This is an optimization exercise on Yosys and OpenROAD, whose aim is small area, a short achievable clock period and few clock cycles per item, not a production implementation.
Where RTL was checked, it was by simulation tests only, not by an equivalence proof against the original.

==> violet <==
Design mul_top, start of the top module:
module mul_top (
    input  logic        clk_i,
    input  logic        rst_i,
    input  logic        req_i,
    input  logic [31:0] op_a_i,
    input  logic [31:0] op_b_i,
    input  logic [2:0]  func3_i,
    output logic        ack_o,
    output logic [31:0] result_o
);
==> flow/config.mk <==
export PLATFORM = sky130hd
export DESIGN_NAME = mul_top
export DESIGN_NICKNAME = mul_top
export VERILOG_FILES = /design/flow/design.v
export SDC_FILE = /design/flow/constraint.sdc
export NUM_CORES = 4
export LEC_CHECK = 0
export CAP_MARGIN = 20
export CORE_MARGIN = 2
export CORE_UTILIZATION = 45
export CTS_BUF_LIST = sky130_fd_sc_hd__clkbuf_4 sky130_fd_sc_hd__clkbuf_8
export PLACE_DENSITY = 0.6
export SETUP_SLACK_MARGIN = 5
export SLEW_MARGIN = 20
==> flow/constraint.sdc <==
create_clock -name core_clock -period 8.2 [get_ports {clk_i}]
set_input_delay 1.6400 -clock core_clock [delete_from_list [all_inputs] [get_ports {clk_i}]]
set_output_delay 1.6400 -clock core_clock [all_outputs]
set_load 0.01 [all_outputs]
standard.sh (not shown) runs the stock make flow with config.mk's settings and CLKGATE_MAP_FILE= SYNTH_SCRIPT=/design/flow/synth_recipe.tcl, a recipe that flattens the netlist after the stock synthesis.
==> flow/flow/run.sh <==
#!/bin/bash
# The standard layout (the standard.sh: same make targets and settings),
# except that the port buffers are the plain buf_1 instead of the buffer
# that buffer_ports picks by default.
set -euo pipefail
export BUFFER_PORTS_ARGS="-buffer_cell sky130_fd_sc_hd__buf_1"
bash standard.sh > standard.log 2>&1
==> inputs of onyx, as changes to violet <==
--- a/flow/design.v
+++ b/flow/design.v
@@ -22,13 +22,10 @@
     logic [40:0]       c_q;
     logic              cin_q;
     logic [3:0]        bone_q;     
     logic [3:0]        btwo_q;
     logic [3:0]        bneg_q;
-    logic [3:0]        bone_nq;    
-    logic [3:0]        btwo_nq;    
-    logic [3:0]        bneg_nq;    
     logic [33:0]       a_ext;
     logic [8:0]        win_cap;    
     logic [8:0]        win_nxt;    
     logic [3:0]        cone, ctwo, cneg, none, ntwo, nneg;
     logic [40:0]       s_d;
@@ -68,25 +65,17 @@
         nneg[2] = win_nxt[6];
         none[3] = win_nxt[7] ^ win_nxt[6];
         ntwo[3] = (win_nxt[8] & ~win_nxt[7] & ~win_nxt[6]) | (~win_nxt[8] & win_nxt[7] & win_nxt[6]);
         nneg[3] = win_nxt[8];
     end
-    wire [16:0] pvl0 = (({17{bone_q[0]}} & a_ext[16:0]) | ({17{btwo_q[0]}} & {a_ext[15:0], 1'b0})) ^ {17{bneg_q[0]}};
-    wire [16:0] pvh0 = (({17{~bone_nq[0]}} & a_ext[33:17]) | ({17{~btwo_nq[0]}} & a_ext[32:16])) ^ {17{~bneg_nq[0]}};
-    wire [33:0] pv0 = {pvh0, pvl0};
+    wire [33:0] pv0 = (({34{bone_q[0]}} & a_ext) | ({34{btwo_q[0]}} & {a_ext[32:0], 1'b0})) ^ {34{bneg_q[0]}};
     wire [33:0] pp0 = {~pv0[33], pv0[32:0]};
-    wire [16:0] pvl1 = (({17{bone_q[1]}} & a_ext[16:0]) | ({17{btwo_q[1]}} & {a_ext[15:0], 1'b0})) ^ {17{bneg_q[1]}};
-    wire [16:0] pvh1 = (({17{~bone_nq[1]}} & a_ext[33:17]) | ({17{~btwo_nq[1]}} & a_ext[32:16])) ^ {17{~bneg_nq[1]}};
-    wire [33:0] pv1 = {pvh1, pvl1};
+    wire [33:0] pv1 = (({34{bone_q[1]}} & a_ext) | ({34{btwo_q[1]}} & {a_ext[32:0], 1'b0})) ^ {34{bneg_q[1]}};
     wire [33:0] pp1 = {~pv1[33], pv1[32:0]};
-    wire [16:0] pvl2 = (({17{bone_q[2]}} & a_ext[16:0]) | ({17{btwo_q[2]}} & {a_ext[15:0], 1'b0})) ^ {17{bneg_q[2]}};
-    wire [16:0] pvh2 = (({17{~bone_nq[2]}} & a_ext[33:17]) | ({17{~btwo_nq[2]}} & a_ext[32:16])) ^ {17{~bneg_nq[2]}};
-    wire [33:0] pv2 = {pvh2, pvl2};
+    wire [33:0] pv2 = (({34{bone_q[2]}} & a_ext) | ({34{btwo_q[2]}} & {a_ext[32:0], 1'b0})) ^ {34{bneg_q[2]}};
     wire [33:0] pp2 = {~pv2[33], pv2[32:0]};
-    wire [16:0] pvl3 = (({17{bone_q[3]}} & a_ext[16:0]) | ({17{btwo_q[3]}} & {a_ext[15:0], 1'b0})) ^ {17{bneg_q[3]}};
-    wire [16:0] pvh3 = (({17{~bone_nq[3]}} & a_ext[33:17]) | ({17{~btwo_nq[3]}} & a_ext[32:16])) ^ {17{~bneg_nq[3]}};
-    wire [33:0] pv3 = {pvh3, pvl3};
+    wire [33:0] pv3 = (({34{bone_q[3]}} & a_ext) | ({34{btwo_q[3]}} & {a_ext[32:0], 1'b0})) ^ {34{bneg_q[3]}};
     wire [33:0] pp3 = {~pv3[33], pv3[32:0]};
     wire hs1 = s_q[14] ^ c_q[14];
     wire hc2 = s_q[14] & c_q[14];
     wire hs3 = s_q[15] ^ c_q[15];
     wire hc4 = s_q[15] & c_q[15];
@@ -460,25 +449,19 @@
             c_q     <= '0;
             cin_q   <= 1'b0;
             bone_q  <= cone;
             btwo_q  <= ctwo;
             bneg_q  <= cneg;
-            bone_nq <= ~cone;
-            btwo_nq <= ~ctwo;
-            bneg_nq <= ~cneg;
         end else begin
             cnt_q   <= cnt_q + 1'b1;
             last_q  <= nxt_last;
             s_q     <= s_d;
             c_q     <= c_d;
             cin_q   <= low_sum[8];
             bone_q  <= none;
             btwo_q  <= ntwo;
             bneg_q  <= nneg;
-            bone_nq <= ~none;
-            btwo_nq <= ~ntwo;
-            bneg_nq <= ~nneg;
         end
     end
     always_ff @(posedge clk_i) begin
         if (!busy_q && !fin_q && !ack_o) begin
             lo_q <= op_b_i;
==> flow/flow/run.sh (replaced) <==
#!/bin/bash
set -euo pipefail
export BUFFER_PORTS_ARGS="-buffer_cell sky130_fd_sc_hd__buf_1"
sed -e 's/ SETUP_SLACK_MARGIN=[^ ]*//' -e 's/ "\${@:-finish}"/ SETUP_SLACK_MARGIN=5.3 "\${@:-finish}"/' standard.sh > standard_margin.sh
grep -q "SETUP_SLACK_MARGIN=5.3" standard_margin.sh
bash standard_margin.sh > standard.log 2>&1
Settings changed: CORE_UTILIZATION 45 to 40, SETUP_SLACK_MARGIN 5 to default.
==> inputs of yarrow, as changes to violet <==
--- a/flow/design.v
+++ b/flow/design.v
@@ -22,13 +22,10 @@
     logic [40:0]       c_q;
     logic              cin_q;
     logic [3:0]        bone_q;     
     logic [3:0]        btwo_q;
     logic [3:0]        bneg_q;
-    logic [3:0]        bone_nq;    
-    logic [3:0]        btwo_nq;    
-    logic [3:0]        bneg_nq;    
     logic [33:0]       a_ext;
     logic [8:0]        win_cap;    
     logic [8:0]        win_nxt;    
     logic [3:0]        cone, ctwo, cneg, none, ntwo, nneg;
     logic [40:0]       s_d;
@@ -68,25 +65,17 @@
         nneg[2] = win_nxt[6];
         none[3] = win_nxt[7] ^ win_nxt[6];
         ntwo[3] = (win_nxt[8] & ~win_nxt[7] & ~win_nxt[6]) | (~win_nxt[8] & win_nxt[7] & win_nxt[6]);
         nneg[3] = win_nxt[8];
     end
-    wire [16:0] pvl0 = (({17{bone_q[0]}} & a_ext[16:0]) | ({17{btwo_q[0]}} & {a_ext[15:0], 1'b0})) ^ {17{bneg_q[0]}};
-    wire [16:0] pvh0 = (({17{~bone_nq[0]}} & a_ext[33:17]) | ({17{~btwo_nq[0]}} & a_ext[32:16])) ^ {17{~bneg_nq[0]}};
-    wire [33:0] pv0 = {pvh0, pvl0};
+    wire [33:0] pv0 = (({34{bone_q[0]}} & a_ext) | ({34{btwo_q[0]}} & {a_ext[32:0], 1'b0})) ^ {34{bneg_q[0]}};
     wire [33:0] pp0 = {~pv0[33], pv0[32:0]};
-    wire [16:0] pvl1 = (({17{bone_q[1]}} & a_ext[16:0]) | ({17{btwo_q[1]}} & {a_ext[15:0], 1'b0})) ^ {17{bneg_q[1]}};
-    wire [16:0] pvh1 = (({17{~bone_nq[1]}} & a_ext[33:17]) | ({17{~btwo_nq[1]}} & a_ext[32:16])) ^ {17{~bneg_nq[1]}};
-    wire [33:0] pv1 = {pvh1, pvl1};
+    wire [33:0] pv1 = (({34{bone_q[1]}} & a_ext) | ({34{btwo_q[1]}} & {a_ext[32:0], 1'b0})) ^ {34{bneg_q[1]}};
     wire [33:0] pp1 = {~pv1[33], pv1[32:0]};
-    wire [16:0] pvl2 = (({17{bone_q[2]}} & a_ext[16:0]) | ({17{btwo_q[2]}} & {a_ext[15:0], 1'b0})) ^ {17{bneg_q[2]}};
-    wire [16:0] pvh2 = (({17{~bone_nq[2]}} & a_ext[33:17]) | ({17{~btwo_nq[2]}} & a_ext[32:16])) ^ {17{~bneg_nq[2]}};
-    wire [33:0] pv2 = {pvh2, pvl2};
+    wire [33:0] pv2 = (({34{bone_q[2]}} & a_ext) | ({34{btwo_q[2]}} & {a_ext[32:0], 1'b0})) ^ {34{bneg_q[2]}};
     wire [33:0] pp2 = {~pv2[33], pv2[32:0]};
-    wire [16:0] pvl3 = (({17{bone_q[3]}} & a_ext[16:0]) | ({17{btwo_q[3]}} & {a_ext[15:0], 1'b0})) ^ {17{bneg_q[3]}};
-    wire [16:0] pvh3 = (({17{~bone_nq[3]}} & a_ext[33:17]) | ({17{~btwo_nq[3]}} & a_ext[32:16])) ^ {17{~bneg_nq[3]}};
-    wire [33:0] pv3 = {pvh3, pvl3};
+    wire [33:0] pv3 = (({34{bone_q[3]}} & a_ext) | ({34{btwo_q[3]}} & {a_ext[32:0], 1'b0})) ^ {34{bneg_q[3]}};
     wire [33:0] pp3 = {~pv3[33], pv3[32:0]};
     wire hs1 = s_q[14] ^ c_q[14];
     wire hc2 = s_q[14] & c_q[14];
     wire hs3 = s_q[15] ^ c_q[15];
     wire hc4 = s_q[15] & c_q[15];
@@ -460,25 +449,19 @@
             c_q     <= '0;
             cin_q   <= 1'b0;
             bone_q  <= cone;
             btwo_q  <= ctwo;
             bneg_q  <= cneg;
-            bone_nq <= ~cone;
-            btwo_nq <= ~ctwo;
-            bneg_nq <= ~cneg;
         end else begin
             cnt_q   <= cnt_q + 1'b1;
             last_q  <= nxt_last;
             s_q     <= s_d;
             c_q     <= c_d;
             cin_q   <= low_sum[8];
             bone_q  <= none;
             btwo_q  <= ntwo;
             bneg_q  <= nneg;
-            bone_nq <= ~none;
-            btwo_nq <= ~ntwo;
-            bneg_nq <= ~nneg;
         end
     end
     always_ff @(posedge clk_i) begin
         if (!busy_q && !fin_q && !ack_o) begin
             lo_q <= op_b_i;
==> flow/flow/run.sh (replaced) <==
#!/bin/bash
set -euo pipefail
export BUFFER_PORTS_ARGS="-buffer_cell sky130_fd_sc_hd__buf_1"
sed -e 's/ SETUP_SLACK_MARGIN=[^ ]*//' -e 's/ "\${@:-finish}"/ SETUP_SLACK_MARGIN=5.3 "\${@:-finish}"/' standard.sh > standard_margin.sh
grep -q "SETUP_SLACK_MARGIN=5.3" standard_margin.sh
bash standard_margin.sh > standard.log 2>&1
Settings changed: SETUP_SLACK_MARGIN 5 to default.
==> flow_summary.ini <==
[synthesis]
ys_seq_area_share_pct = 28.2
synth_seq_cells = 168

[setup_path]
slowest_stage = a2111oi_4
r2r_cells = 11
worst-path-stages = 11

[timing]
fin_skew_ps = 16.2
finalCritPeriodShare_pct = 35.4

[placed_design]
dpl-instance-area_um2 = 13600
dp_cells = 1763
gp_congestion = 0.891

[status]
status = finished clean

[global_route]
met2_usage_pct = 35.8

[power_and_ir_drop]
power_w = 0.00494

[finish]
num-nonclk-buffers = 122
(the above is from yarrow)
==> flow_summary.ini <==
[global_route]
met2_usage_pct = 40.7

[synthesis]
ys_seq_area_share_pct = 29.4

[finish]
num-nonclk-buffers = 112

[setup_path]
slowest_stage = dfxtp_1
r2r_cells = 7

[status]
status = finished clean

[placed_design]
dpl-instance-area_um2 = 13900
gp_congestion = 0.884

[timing]
finalCritPeriodShare_pct = 37.9
(the above is from violet)
==> flow_summary.ini <==
[placed_design]
dp_cells = 1823
gp_congestion = 0.854
dpl-instance-area_um2 = 13600

[finish]
num-nonclk-buffers = 137

[setup_path]
slowest_stage = a2111oi_4
worst-path-stages = 11

[global_route]
met2_usage_pct = 33.3

[power_and_ir_drop]
power_w = 0.00490

[synthesis]
synth_seq_cells = 168
ys_seq_area_share_pct = 28.2

[timing]
fin_skew_ps = 19.8
finalCritPeriodShare_pct = 36.6

[status]
status = finished clean
(the above is from onyx)
Testbench counts of onyx, summed over its fixed seeds: cycles 34,455, items 4,800.
Testbench counts of yarrow, summed over its fixed seeds: cycles 34,455, items 4,800.
The RTL of violet was laid out without a check of its function.

-- re-timing with driven ports --
The flow's constraints put no driver on any port. The routed layouts listed below were extracted and timed again, unchanged, in two steps.
Step 1 assumes that a clkbuf_16 drives the clock port and a buf_2 every other input.
Step 2 moves the port delays by t, midway between the first and last clock arrival at a register: inputs arrive t later, outputs are due t later. That takes back most of the time a late clock gives input paths.
Three values: ideal, step 1, step 2; two values: the first two.
run	t (ns)	setup WS [ns]	worst setup path at the end	clock arrival spread, ns	slew at the worst register clock pin (ns)
violet	0.532	5.091 / 5.091 / 5.091	register to register	0.022 / 0.022	0.11 / 0.11
onyx	0.524	5.200 / 5.200 / 5.200	register to register	0.023 / 0.023	0.12 / 0.12
yarrow	0.511	5.297 / 5.297 / 5.297	register to register	0.017 / 0.016	0.10 / 0.10
After both steps setup and hold are still met in every run listed.
